What follows belongs to an exercise in optimizing a design on an open flow for small area, a short achievable clock period and few clock cycles; a production flow would make more cautious choices.
Function was checked by simulation only, so behaviour that the tests miss may differ from the original.
Power is estimated from default activity; no workload was simulated.

$ cat constraint.sdc
create_clock -name core_clock -period 10.0 [get_ports {clock}]
set_input_delay 2.0000 -clock core_clock [delete_from_list [all_inputs] [get_ports {clock}]]
set_output_delay 2.0000 -clock core_clock [all_outputs]
set_load 0.01 [all_outputs]
$ cat design.v
package als_pkg;
   localparam int LEVEL_W = 10;
   localparam logic [7:0]  ALPHA_UP_RST   = 8'd77;
   localparam logic [7:0]  ALPHA_DOWN_RST = 8'd20;
   localparam logic [9:0]  MIDPOINT_RST   = 10'd50;
   localparam logic [5:0]  BAND_RST       = 6'd6;
   localparam logic [2:0]  SHIFT_RST      = 3'd3;
   localparam logic [9:0]  MIN_LEVEL_RST  = 10'd2;
   localparam logic [9:0]  MAX_LEVEL_RST  = 10'd510;
   localparam logic [7:0]  SLIDER_RST     = 8'd128;
endpackage
module als_div_steps #(
   parameter int STEPS = 4,
   parameter int RW    = 17
) (
   input  logic [16:0]      r_in,
   input  logic [16:0]      d,
   input  logic [STEPS-1:0] n_bits,    
   output logic [16:0]      r_out,
   output logic [STEPS-1:0] q_bits
);
   logic [16:0] r [STEPS+1];
   logic [17:0] t [STEPS];
   logic [18:0] diff [STEPS];
   always_comb begin
      r[0] = r_in;
      for (int s = 0; s < STEPS; s++) begin
         t[s]    = {r[s], n_bits[STEPS-1-s]};
         diff[s] = {1'b0, t[s]} - {2'b00, d};
         q_bits[STEPS-1-s] = !diff[s][18];
         r[s+1]  = diff[s][18] ? t[s][16:0] : diff[s][16:0];
         if (RW + s + 1 < 17) begin
            r[s+1] = r[s+1] & (17'h1ffff >> (16 - RW - s));
         end
      end
      r_out = r[STEPS];
   end
endmodule
module als_mul10 (
   input  logic [9:0]  a,
   input  logic [9:0]  b,
   output logic [19:0] p
);
   logic [19:0] row [10];
   logic [19:0] s [8];
   logic [19:0] c [8];
   function automatic logic [39:0] csa(input logic [19:0] x, input logic [19:0] y,
                                       input logic [19:0] z);
      logic [19:0] sum, cry;
      sum = x ^ y ^ z;
      cry = ((x & y) | (x & z) | (y & z)) << 1;
      csa = {sum, cry};
   endfunction
   always_comb begin
      for (int k = 0; k < 10; k++) begin
         row[k] = b[k] ? (20'(a) << k) : 20'd0;
      end
      {s[0], c[0]} = csa(row[0], row[1], row[2]);
      {s[1], c[1]} = csa(row[3], row[4], row[5]);
      {s[2], c[2]} = csa(row[6], row[7], row[8]);
      {s[3], c[3]} = csa(s[0], c[0], s[1]);
      {s[4], c[4]} = csa(c[1], s[2], c[2]);
      {s[5], c[5]} = csa(s[3], c[3], s[4]);
      {s[6], c[6]} = csa(s[5], c[5], c[4]);
      {s[7], c[7]} = csa(s[6], c[6], row[9]);
   end
   assign p = s[7] + c[7];
endmodule
module als_window (
   input  logic        clock,
   input  logic        reset,
   input  logic        wr_en,
   input  logic        clear,
   input  logic [15:0] wr_data,
   output logic [15:0] median
);
   logic [15:0] win_ff [5];
   logic [2:0]  count_ff;
   logic [2:0]  index_ff;
   logic        below_ff [5][5];
   logic [4:0]  le_new;
   logic [4:0]  valid;
   logic        below [5][5];
   logic [2:0]  rank [5];
   logic [2:0]  k_lo, k_hi;
   logic [15:0] lo, hi;
   logic [16:0] sum;
   always_comb begin
      for (int k = 0; k < 5; k++) begin
         le_new[k] = (win_ff[k] <= wr_data);
      end
   end
   always_ff @(posedge clock) begin
      if (wr_en) begin
         win_ff[index_ff] <= wr_data;
         for (int p = 0; p < 5; p++) begin
            for (int q = p + 1; q < 5; q++) begin
               if (3'(q) == index_ff) begin
                  below_ff[p][q] <= le_new[p];
               end else if (3'(p) == index_ff) begin
                  below_ff[p][q] <= !le_new[q];
               end
            end
         end
      end
   end
   always_ff @(posedge clock) begin
      if (reset) begin
         count_ff <= '0;
         index_ff <= '0;
      end else if (clear) begin
         count_ff <= '0;
         index_ff <= '0;
      end else if (wr_en) begin
         index_ff <= (index_ff == 3'd4) ? 3'd0 : index_ff + 3'd1;
         if (count_ff != 3'd5) begin
            count_ff <= count_ff + 3'd1;
         end
      end
   end
   always_comb begin
      for (int i = 0; i < 5; i++) begin
         valid[i] = (3'(i) < count_ff);
      end
      for (int p = 0; p < 5; p++) begin
         below[p][p] = 1'b0;
         for (int q = p + 1; q < 5; q++) begin
            below[p][q] = below_ff[p][q];
            below[q][p] = !below_ff[p][q];
         end
      end
      for (int i = 0; i < 5; i++) begin
         rank[i] = 3'd0;
         for (int j = 0; j < 5; j++) begin
            if (j != i) begin
               rank[i] = rank[i] + 3'(valid[j] & below[j][i]);
            end
         end
      end
      k_lo = (count_ff - 3'd1) >> 1;
      k_hi = count_ff >> 1;
      lo = '0;
      hi = '0;
      for (int i = 0; i < 5; i++) begin
         if (valid[i] && rank[i] == k_lo) lo = lo | win_ff[i];
         if (valid[i] && rank[i] == k_hi) hi = hi | win_ff[i];
      end
      sum = {1'b0, lo} + {1'b0, hi};
   end
   assign median = sum[16:1];
endmodule
module ambient_light_backlight_controller (
   input  logic       clock,
   input  logic       reset,
   input  logic        req_valid,
   output logic        req_ready,
   input  logic        req_kind,
   input  logic [15:0] req_lux_sample,
   input  logic        req_auto_mode,
   input  logic        req_slider_valid,
   input  logic [7:0]  req_slider_level,
   output logic        rsp_valid,
   input  logic        rsp_ready,
   output logic [9:0]  rsp_backlight_level,
   output logic        rsp_level_written,
   output logic [9:0]  rsp_target_level,
   output logic [15:0] rsp_filtered_lux,
   input  logic       csr_wr_en,
   input  logic [2:0] csr_index,
   input  logic [9:0] csr_wr_data
);
   logic [7:0]  alpha_up_ff, alpha_down_ff;
   logic [9:0]  midpoint_ff;
   logic [5:0]  band_ff;
   logic [2:0]  shift_ff;
   logic [9:0]  min_ff, max_ff;
   logic [19:0]        kdiv_ff;
   logic signed [10:0] span_ff;
   logic [9:0]         span_abs_ff;
   logic        ready_ff;
   logic        req_fire, tick_fire, samp_fire, mode_change;
   logic        last_mode_ff, last_mode_valid_ff;
   logic [7:0]  manual_ff;
   logic [15:0] med_val;
   logic [23:0] filt_ff;
   logic [7:0]  last_slider_ff;
   logic        last_slider_valid_ff;
   logic signed [10:0] offset_ff;
   logic [9:0]  goal_ff;
   logic        goal_valid_ff;
   logic [9:0]  cur_ff;
   logic        cur_valid_ff;
   logic        v1, v2, v3, v4;
   logic        ld1, ld2, ld3, ld4, adv2;
   logic [15:0] med1;
   logic        am1, mc1, sv1;
   logic [7:0]  sw1;
   logic        am2, mc2, cap2;
   logic [17:0] sprod2;
   logic [1:0]  ub;                   
   logic [1:0]  ucnt [2];             
   logic [16:0] urem [2];
   logic [16:0] uden [2];
   logic [9:0]  uxq [2];              
   logic [1:0]  uam, umc, ucap;
   logic [9:0]  usmap [2];
   logic        dp, rp;               
   logic [1:0]  u_take, u_done;
   logic        am3, mc3, cap3;
   logic [9:0]  smap3;
   logic [15:0] flux3;
   logic [9:0]  auto3;
   logic        am4;
   logic [9:0]  dest4;
   logic [15:0] flux4;
   assign req_ready   = ready_ff;
   assign req_fire    = req_valid && ready_ff && !reset;
   assign tick_fire   = req_fire && req_kind;
   assign samp_fire   = req_fire && !req_kind;
   assign mode_change = !last_mode_valid_ff || (req_auto_mode != last_mode_ff);
   assign ld4    = !v4 || rsp_ready;
   assign ld3    = !v3 || ld4;
   logic       fin_ok;
   assign fin_ok    = ub[rp] && (ucnt[rp] == 2'd2);
   assign u_done[0] = fin_ok && ld3 && !rp;
   assign u_done[1] = fin_ok && ld3 && rp;
   assign adv2      = v2 && (!ub[dp] || u_done[dp]);
   assign u_take[0] = adv2 && !dp;
   assign u_take[1] = adv2 && dp;
   assign ld2       = !v2 || adv2;
   assign ld1       = !v1 || ld2;
   logic       v1_n, v2_n, v3_n, v4_n, dp_n;
   logic [1:0] ub_n;
   logic [1:0] ucnt_n [2];
   assign v1_n = ld1 ? tick_fire : v1;
   assign v2_n = ld2 ? v1 : v2;
   assign v3_n = ld3 ? fin_ok : v3;
   assign v4_n = ld4 ? v3 : v4;
   assign dp_n = dp ^ adv2;
   always_comb begin
      for (int u = 0; u < 2; u++) begin
         ub_n[u]   = u_take[u] || (ub[u] && !u_done[u]);
         ucnt_n[u] = u_take[u] ? 2'd0 : ((ub[u] && ucnt[u] != 2'd2) ? ucnt[u] + 2'd1 : ucnt[u]);
      end
   end
   always_ff @(posedge clock) begin
      if (reset) begin
         v1 <= 1'b0; v2 <= 1'b0; v3 <= 1'b0; v4 <= 1'b0;
         ub <= 2'b00;
         dp <= 1'b0;
         rp <= 1'b0;
         ready_ff <= 1'b1;
      end else begin
         v1 <= v1_n; v2 <= v2_n; v3 <= v3_n; v4 <= v4_n;
         ub <= ub_n;
         dp <= dp_n;
         rp <= rp ^ (fin_ok && ld3);
         ready_ff <= !v1_n || !v2_n || !ub_n[dp_n]
                  || ((ucnt_n[dp_n] == 2'd2) && (!v3_n || !v4_n));
      end
      ucnt[0] <= ucnt_n[0];
      ucnt[1] <= ucnt_n[1];
   end
   always_ff @(posedge clock) begin
      if (reset) begin
         alpha_up_ff   <= als_pkg::ALPHA_UP_RST;
         alpha_down_ff <= als_pkg::ALPHA_DOWN_RST;
         midpoint_ff   <= als_pkg::MIDPOINT_RST;
         band_ff       <= als_pkg::BAND_RST;
         shift_ff      <= als_pkg::SHIFT_RST;
         min_ff        <= als_pkg::MIN_LEVEL_RST;
         max_ff        <= als_pkg::MAX_LEVEL_RST;
      end else if (csr_wr_en) begin
         case (csr_index)
            3'd0: alpha_up_ff   <= csr_wr_data[7:0];
            3'd1: alpha_down_ff <= csr_wr_data[7:0];
            3'd2: midpoint_ff   <= csr_wr_data;
            3'd3: band_ff       <= csr_wr_data[5:0];
            3'd4: shift_ff      <= csr_wr_data[2:0];
            3'd5: min_ff        <= csr_wr_data;
            3'd6: max_ff        <= csr_wr_data;
            default: begin
            end
         endcase
      end
   end
   logic [19:0] mul_p;
   als_mul10 u_mul (
      .a (v1 ? span_abs_ff : max_ff),
      .b (v1 ? {2'b00, sw1} : midpoint_ff),
      .p (mul_p)
   );
   assign span_ff = $signed({1'b0, max_ff}) - $signed({1'b0, min_ff});
   always_ff @(posedge clock) begin
      if (!v1) begin
         kdiv_ff <= mul_p;
      end
      span_abs_ff <= span_ff[10] ? 10'(-span_ff) : span_ff[9:0];
   end
   als_window u_window (
      .clock   (clock),
      .reset   (reset),
      .wr_en   (samp_fire),
      .clear   (tick_fire && mode_change),
      .wr_data (req_lux_sample),
      .median  (med_val)
   );
   always_ff @(posedge clock) begin
      if (reset) begin
         last_mode_valid_ff <= 1'b0;
         manual_ff          <= als_pkg::SLIDER_RST;
      end else if (tick_fire) begin
         last_mode_ff       <= req_auto_mode;
         last_mode_valid_ff <= 1'b1;
         if (!req_auto_mode && req_slider_valid) begin
            manual_ff <= req_slider_level;
         end
      end
   end
   always_ff @(posedge clock) begin
      if (ld1) begin
         med1 <= mode_change ? 16'h0000 : med_val;
         am1  <= req_auto_mode;
         mc1  <= mode_change;
         sv1  <= req_slider_valid;
         sw1  <= (req_auto_mode || req_slider_valid) ? req_slider_level : manual_ff;
      end
   end
   logic [24:0] ema_err;
   logic        ema_fall;
   logic [7:0]  ema_alpha;
   logic [31:0] ema_e32;
   logic [31:0] ema_row [9];
   logic [31:0] ema_s [7];
   logic [31:0] ema_c [7];
   logic [31:0] ema_acc;
   logic [23:0] filt_new;
   function automatic logic [63:0] csa(input logic [31:0] a, input logic [31:0] b,
                                       input logic [31:0] c);
      logic [31:0] s, k;
      s = a ^ b ^ c;
      k = ((a & b) | (a & c) | (b & c)) << 1;
      csa = {s, k};
   endfunction
   assign ema_err   = {1'b0, med1, 8'h00} - {1'b0, filt_ff};
   assign ema_fall  = (med1 < filt_ff[23:8]) || ((med1 == filt_ff[23:8]) && (filt_ff[7:0] != 8'd0));
   assign ema_alpha = ema_fall ? alpha_down_ff : alpha_up_ff;
   assign ema_e32   = {{7{ema_err[24]}}, ema_err};
   always_comb begin
      for (int k = 0; k < 8; k++) begin
         ema_row[k] = ema_alpha[k] ? (ema_e32 << k) : 32'd0;
      end
      ema_row[8] = {filt_ff, {8{ema_fall}}};
      {ema_s[0], ema_c[0]} = csa(ema_row[0], ema_row[1], ema_row[2]);
      {ema_s[1], ema_c[1]} = csa(ema_row[3], ema_row[4], ema_row[5]);
      {ema_s[2], ema_c[2]} = csa(ema_row[6], ema_row[7], ema_row[8]);
      {ema_s[3], ema_c[3]} = csa(ema_s[0], ema_c[0], ema_s[1]);
      {ema_s[4], ema_c[4]} = csa(ema_c[1], ema_s[2], ema_c[2]);
      {ema_s[5], ema_c[5]} = csa(ema_s[3], ema_c[3], ema_s[4]);
      {ema_s[6], ema_c[6]} = csa(ema_s[5], ema_c[5], ema_c[4]);
   end
   assign ema_acc  = ema_s[6] + ema_c[6];
   assign filt_new = mc1 ? 24'd0 : ema_acc[31:8];
   logic ls_valid_in;
   logic cap1;
   assign ls_valid_in = !mc1 && last_slider_valid_ff;
   assign cap1        = sv1 && ls_valid_in && (sw1 != last_slider_ff);
   always_ff @(posedge clock) begin
      if (v1 && ld2) begin
         filt_ff <= filt_new;
         if (sv1) begin
            last_slider_ff       <= sw1;
            last_slider_valid_ff <= 1'b1;
         end else begin
            last_slider_valid_ff <= ls_valid_in;
         end
      end
      if (ld2) begin
         am2    <= am1;
         mc2    <= mc1;
         cap2   <= cap1;
         sprod2 <= mul_p[17:0];
      end
   end
   logic [20:0] x2;
   logic [16:0] d2;
   logic [16:0] rem2_out;
   logic [0:0]  q2_bits;
   assign x2 = {1'b0, kdiv_ff} + {11'd0, midpoint_ff} + {5'd0, filt_ff[23:8]}
             + {20'd0, filt_ff[7]} - 21'd1;
   assign d2 = {1'b0, filt_ff[23:8]} + {7'd0, midpoint_ff} + {16'd0, filt_ff[7]};
   als_div_steps #(.STEPS(1), .RW(11)) u_div_a (
      .r_in   ({6'd0, x2[20:10]}),
      .d      (d2),
      .n_bits (x2[9]),
      .r_out  (rem2_out),
      .q_bits (q2_bits)
   );
   logic [10:0] slider_ab;
   logic [2:0]  slider_k;
   logic [9:0]  smap_q;
   logic [9:0]  smap2;
   assign slider_ab = {1'b0, sprod2[17:8]} + {3'd0, sprod2[7:0]};
   assign slider_k  = 3'(slider_ab >= 11'd255) + 3'(slider_ab >= 11'd510)
                    + 3'(slider_ab >= 11'd765) + 3'(slider_ab >= 11'd1020);
   assign smap_q    = sprod2[17:8] + {7'd0, slider_k};
   assign smap2    = span_ff[10] ? (min_ff - smap_q) : (min_ff + smap_q);
   logic [16:0] u_rout [2];
   logic [2:0]  u_q [2];
   for (genvar g = 0; g < 2; g++) begin : g_unit
      als_div_steps #(.STEPS(3)) u_steps (
         .r_in   (urem[g]),
         .d      (uden[g]),
         .n_bits (uxq[g][9:7]),
         .r_out  (u_rout[g]),
         .q_bits (u_q[g])
      );
      always_ff @(posedge clock) begin
         if (u_take[g]) begin
            urem[g]   <= {5'd0, rem2_out[11:0]};
            uden[g]   <= d2;
            uxq[g]    <= {x2[8:0], q2_bits};
            uam[g]    <= am2;
            umc[g]    <= mc2;
            ucap[g]   <= cap2;
            usmap[g]  <= smap2;
         end else if (ub[g] && ucnt[g] != 2'd2) begin
            urem[g] <= u_rout[g];
            uxq[g]  <= {uxq[g][6:0], u_q[g]};
         end
      end
   end
   logic [9:0]  c_f;
   logic [16:0] den_f;
   logic        am_f, mc_f, cap_f;
   assign c_f     = {uxq[rp][6:0], u_q[rp]};
   assign den_f   = uden[rp];
   assign am_f    = uam[rp];
   assign mc_f    = umc[rp];
   assign cap_f   = ucap[rp];
   logic [15:0] flux_f;
   logic        auto_low;
   assign flux_f   = 16'(den_f - {7'd0, midpoint_ff});
   assign auto_low = (flux_f == 16'd0) || (span_ff < $signed({1'b0, c_f}));
   always_ff @(posedge clock) begin
      if (ld3) begin
         am3   <= am_f;
         mc3   <= mc_f;
         cap3  <= cap_f;
         smap3 <= usmap[rp];
         flux3 <= am_f ? flux_f : 16'd0;
         auto3 <= auto_low ? min_ff : (max_ff - c_f);
      end
   end
   logic signed [10:0] off_in;
   logic signed [12:0] tgt_sum;
   logic               tgt_below, tgt_above;
   logic [9:0]         tgt;
   logic signed [13:0] dist_sum;
   logic signed [10:0] dist_min, dist_max;
   logic               far_sum, far_min, far_max;
   logic               goal_move;
   logic [9:0]         goal_new;
   assign off_in   = mc3 ? 11'sd0 : offset_ff;
   assign tgt_sum  = cap3 ? $signed({3'b000, smap3})
                          : ($signed({3'b000, auto3}) + {{2{off_in[10]}}, off_in});
   assign tgt_below = tgt_sum < $signed({3'b000, min_ff});
   assign tgt_above = tgt_sum > $signed({3'b000, max_ff});
   assign tgt       = tgt_below ? min_ff : (tgt_above ? max_ff : tgt_sum[9:0]);
   assign dist_sum = $signed({tgt_sum[12], tgt_sum}) - $signed({4'b0000, goal_ff});
   assign dist_min = $signed({1'b0, min_ff}) - $signed({1'b0, goal_ff});
   assign dist_max = $signed({1'b0, max_ff}) - $signed({1'b0, goal_ff});
   assign far_sum  = (dist_sum > $signed({8'd0, band_ff})) || (dist_sum < -$signed({8'd0, band_ff}));
   assign far_min  = (dist_min > $signed({5'd0, band_ff})) || (dist_min < -$signed({5'd0, band_ff}));
   assign far_max  = (dist_max > $signed({5'd0, band_ff})) || (dist_max < -$signed({5'd0, band_ff}));
   assign goal_move = mc3 || !goal_valid_ff
                   || (tgt_below ? far_min : (tgt_above ? far_max : far_sum));
   assign goal_new  = goal_move ? tgt : goal_ff;
   always_ff @(posedge clock) begin
      if (v3 && ld4) begin
         goal_ff       <= goal_new;
         goal_valid_ff <= 1'b1;
         offset_ff     <= cap3 ? ($signed({1'b0, smap3}) - $signed({1'b0, auto3})) : off_in;
      end
      if (ld4) begin
         am4   <= am3;
         dest4 <= am3 ? goal_new : smap3;
         flux4 <= flux3;
      end
   end
   logic       up4;
   logic [9:0] ramp_dist;
   logic [9:0] ramp_raw;
   logic [9:0] ramp_step;
   logic [9:0] cur_new;
   logic       cur_moves;
   assign up4       = dest4 > cur_ff;
   assign cur_moves = !cur_valid_ff || (cur_ff != dest4);
   assign ramp_dist = up4 ? (dest4 - cur_ff) : (cur_ff - dest4);
   assign ramp_raw  = ramp_dist >> shift_ff;
   assign ramp_step = (ramp_raw == 10'd0) ? 10'd1 : ramp_raw;
   always_comb begin
      if (!cur_valid_ff || !am4) begin
         cur_new = dest4;
      end else if (cur_ff == dest4) begin
         cur_new = cur_ff;
      end else if (up4) begin
         cur_new = cur_ff + ramp_step;
      end else begin
         cur_new = cur_ff - ramp_step;
      end
   end
   always_ff @(posedge clock) begin
      if (reset) begin
         cur_valid_ff <= 1'b0;
      end else if (v4 && rsp_ready) begin
         cur_valid_ff <= 1'b1;
      end
      if (v4 && rsp_ready) begin
         cur_ff <= cur_new;
      end
   end
   assign rsp_valid           = v4;
   assign rsp_backlight_level = cur_new;
   assign rsp_level_written   = cur_moves;
   assign rsp_target_level    = dest4;
   assign rsp_filtered_lux    = flux4;
endmodule
$ cat config.mk
export PLATFORM = sky130hd
export DESIGN_NAME = ambient_light_backlight_controller
export DESIGN_NICKNAME = ambient_light_backlight_controller
export VERILOG_FILES = /design/flow/design.v
export SDC_FILE = /design/flow/constraint.sdc
export NUM_CORES = 4
export LEC_CHECK = 0
export ABC_AREA = 1
export CAP_MARGIN = 20
export CORE_MARGIN = 2
export CORE_UTILIZATION = 40
export PLACE_DENSITY = 0.75
export SETUP_SLACK_MARGIN = 2.0
export SLEW_MARGIN = 20
$ cat run.sh
#!/bin/bash
# synth_recipe.tcl (not shown) runs the flow's synth.tcl, then flattens the netlist and writes it again
# the make line also repeats each setting of config.mk as NAME=value (left out here)
make -C /OpenROAD-flow-scripts/flow DESIGN_CONFIG=/design/flow/config.mk WORK_HOME=/design/flow/orfs CLKGATE_MAP_FILE= SYNTH_SCRIPT=/design/flow/synth_recipe.tcl finish
==> results.ini <==
[logic_synthesis]
synth_top_area_frac=0.236
synthDistinctLibCells=67
ys_seq_area_frac=0.278
synthesis.nets=7075
yosysTopAreaCell=edfxtp_1
synth.area.top_cells=edfxtp_1, ha_1, fa_1
synth_top_flop_cell=edfxtp_1
syn_inst=6148
ys_warn_count=37
synthArstFlopShare=0
synth_edf_count=393
avgSynthCellArea_um2=8.13
ys_ff_latch=497
syn_area_mm2=0.0500

[floorplan]
die_x_um=357
rows=129
coreArea_mm2=0.124
die_h_um=357
die_area_mm2=0.128
io_pins=84
start_util=0.404

[place]
postPlaceCellArea_mm2=0.0528
place.gp.congestion=0.978
pre_cts_ws_ns=0.851
dp_hpwl_um=116000
portBuffers=83

[sta]
setup_ws_ns=2.20
finalClockSkew_ns=0.0729
rsz0062_at_grt=true
timing.fmax_ghz=0.128
finalCritPeriodShare=0.780
fin_tns_setup_ns=0
final.min_clock_period_ns=7.80
hold_viol=0
max_slew_margin=0.248
setup-violations-final=0
worst_pin_slew_ns=1.12
finalMaxSlewViolations=0

[worst_setup_path]
cp.arrival_ns=5.80
cp-end-kind=output pin
cp-start-kind=register
critPathSlowestCell=edfxtp_1
critPathMostFrequentCell=inv_1
worst_path_largest_cell_delay_ns=0.50
crit_required_ns=8.00
path_max_fanout=7
critPathKind=reg -> out

[power_and_ir_drop]
p_comb_frac=0.672
p_seq_frac=0.191
p_clk_frac=0.138
p_per_area_mw_per_mm2=275
p_sw_frac=0.496
ir_worst_vdd_mv=0.266
leakage_nw=26.5
p_int_mw=7.76
net-switching-power_mw=7.64

[layout]
multi_input_area_mm2=0.0323
nets=7233
antenna_cells=0
syn2layout_area_growth_pct=12.0
nFillCells=11700
drive_gt1_frac=0.0737
final_area_mm2=0.0559
regArea_mm2=0.0139

[global_route]
grt_pass1_wl_um=229000
grt_pass1_vias=41900
grt-ovfl-total=0
grt_usage=0.227
grt_antenna_before_repair=2
grt_start_max_net_pins=66

[detailed_routing]
drc=0
vias=43500
wl_per_cell_um=18.6
dr.pass1.iters=7
wl_um=148000
drt-initial-drc-count=4226
ant_nets=0
drt-vias-per-instance=5.44

[clocking]
clock_latency_ns=0.67
cts-root-buf=clkbuf_16
clockBufferDepth=3
clock-sinks=497
cts-buffers-inserted=56
postCtsHoldBufs=0
cts_tree=yes
h-tree-depth=2
clkTransAtPathRegs_ns=0.07

[flow_run]
cap_violations=0

[worst_hold_path]
min_path_type=reg -> reg

[outcome]
status=complete, no violations

-- registers in the layout, indices dropped and copies added, names as in the netlist, 10 cells and up --
signal             cells
sprod2                18
offset_ff             11
dest4                 10
u_window.win_ff       80
span_abs_ff           10
goal_ff               10
smap3                 10
auto3                 10
med1                  16
flux3                 16
usmap                 20
max_ff                10
filt_ff               24
cur_ff                10
midpoint_ff           10
kdiv_ff               20
uden                  34
min_ff                10
u_window.below_ff     10
flux4                 16
urem                  34
uxq                   20
-- kinds of logic (layout without fill, tap and decap cells) --
group           Yosys count  count (layout)  share of synthesized area
compound gates         1175            1175                      0.136
xor+xnor                291             291                     0.0512
fa+ha+maj               882             882                      0.264
buf+inv                1198            1403                     0.0913
flops                   497             497                      0.278
mux                      26              26                    0.00543
simple gates           2079            2079                      0.174
-- placed cells by master (no fill, tap or decap), types with 30 or more instances in the layout --
cell             count
clkdlybuf4s50_1     80
o21bai_1            38
inv_2               32
or2_2               31
xor2_1             199
ha_1               575
edfxtp_1           393
nand4_1             59
a221oi_1            32
clkbuf_16           56
inv_1             1051
nor3_1              59
nand3_2             30
buf_4              114
o211ai_1            33
nor2_1             546
o21ai_1             53
nand2_1           1041
o21ai_0            321
fa_1               285
o221ai_1            34
a31oi_1             34
nand2_2             32
a21oi_1            467
dfxtp_1            103
xnor2_1             90
nand3_1            199
-- critical path, delay by kind of cell, from the launching register on --
family                   cells  cell delay [ns]
AND/OR/NAND/NOR             18             1.90
buffers and inverters        9             0.92
adder cells (fa/ha/maj)      3             0.84
AO/OA/AOI/OAI                5             0.62
flip-flops                   1             0.50
XOR/XNOR                     2             0.35
-- through the flow --
stage,hold WS [ns],power [mW],std cells,utilization
floorplan,0.400,10.1,6148,-
global placement,0.402,12.5,7804,0.426
detailed placement,0.405,12.7,7804,0.426
CTS,0.422,15.0,7931,0.444
global route,0.426,16.7,7990,0.452
finish,0.419,15.4,7990,0.452
-- Yosys cell counts, drive strengths merged, types with 2 or more instances --
library cell	number
xnor2	90
a21boi	10
o2111ai	11
a211oi	15
a31oi	36
nand2	1080
a21o	27
edfxtp	393
o21bai	39
and2	15
nor2	565
buf	31
nor4	10
clkbuf	75
o22ai	5
fa	289
a221oi	32
nand4	59
o221ai	34
a21oi	478
or2	33
o2bb2ai	2
nor3	70
o32ai	2
nand3	234
o21a	29
o211ai	33
o31ai	14
mux2	9
a22oi	8
nor3b	3
ha	593
clkinv	4
xor2	201
nand3b	8
mux2i	17
dfxtp	104
or4	2
inv	1088
a41oi	2
o21ai	393
-- layout make-up --
class	instances	share of cell area
multi-input cells	4453	0.577
flip-flops and latches	497	0.248
inverters	1092	0.0737
well taps	1637	0.0366
repair buffers	203	0.0313
clock buffers	62	0.0256
clock inverters	43	0.00743
repair inverters	3	0.000403
-- power groups by stage --
stage / Combinational, mW / Sequential [mW] / Clock (mW)
after CTS: 9.90 / 2.93 / 2.14
after global placement: 9.48 / 2.97 / 0
after global routing: 11.5 / 2.95 / 2.23
after floorplan: 7.18 / 2.91 / 0
after detailed placement: 9.70 / 2.97 / 0
final: 10.3 / 2.94 / 2.12
-- layer usage --
layer  track usage  part of all wire  vias up
li1              -                 -    20700
met1         0.311              0.43    20800
met3        0.0282             0.082      312
met5             0                 0        -
met4        0.0778             0.037        0
met2         0.369              0.46     1734
-- path summary, 6_finish.rpt --
kind               from                      to  slack [ns]  cells after the start
max reg2reg  filt_ff[0]             filt_ff[22]        2.45                     32
min            flux3[5]                flux4[5]        0.42                      0
min reg2reg    flux3[5]                flux4[5]        0.42                      0
max            dest4[6]  rsp_backlight_level[8]        2.20                     37
-- repair_timing --
action | in CTS | in global routing
endpoints found under the hold margin | 0 | 0
pin swaps | 15 | 55
buffers inserted | 22 | 56
gates resized for setup | 57 | 147
setup endpoints to repair | 51 | 54
gates cloned | 0 | 3
Testbench counts, summed over its fixed seeds: cycles 3,925.

==> separate check: timing with driven ports <==
No port has a modelled driver above. Below, the same layout with a new extraction and two added sets of constraints.
Step 1 sets driving cells, clkbuf_16 on the clock port and buf_2 on the other inputs (assumed; they add their load-dependent delay and slew).
Step 2 adds t to the input delays and takes it off the output delays; t is the mean of the earliest and latest rising clock arrival at the registers after step 1. Input paths then give back, and output paths get back, about the clock's delay inside the block.
a / b / c = ideal / step 1 / step 2; a / b = the first two.
t (ns): 0.699
setup slack, ns: 2.200 / 2.132 / 2.449
cell pins on the clock port's net: 1
After both steps setup and hold are still met in this run. The setup slack of this run moves by -0.068 ns with the drivers and by +0.249 ns with both steps.
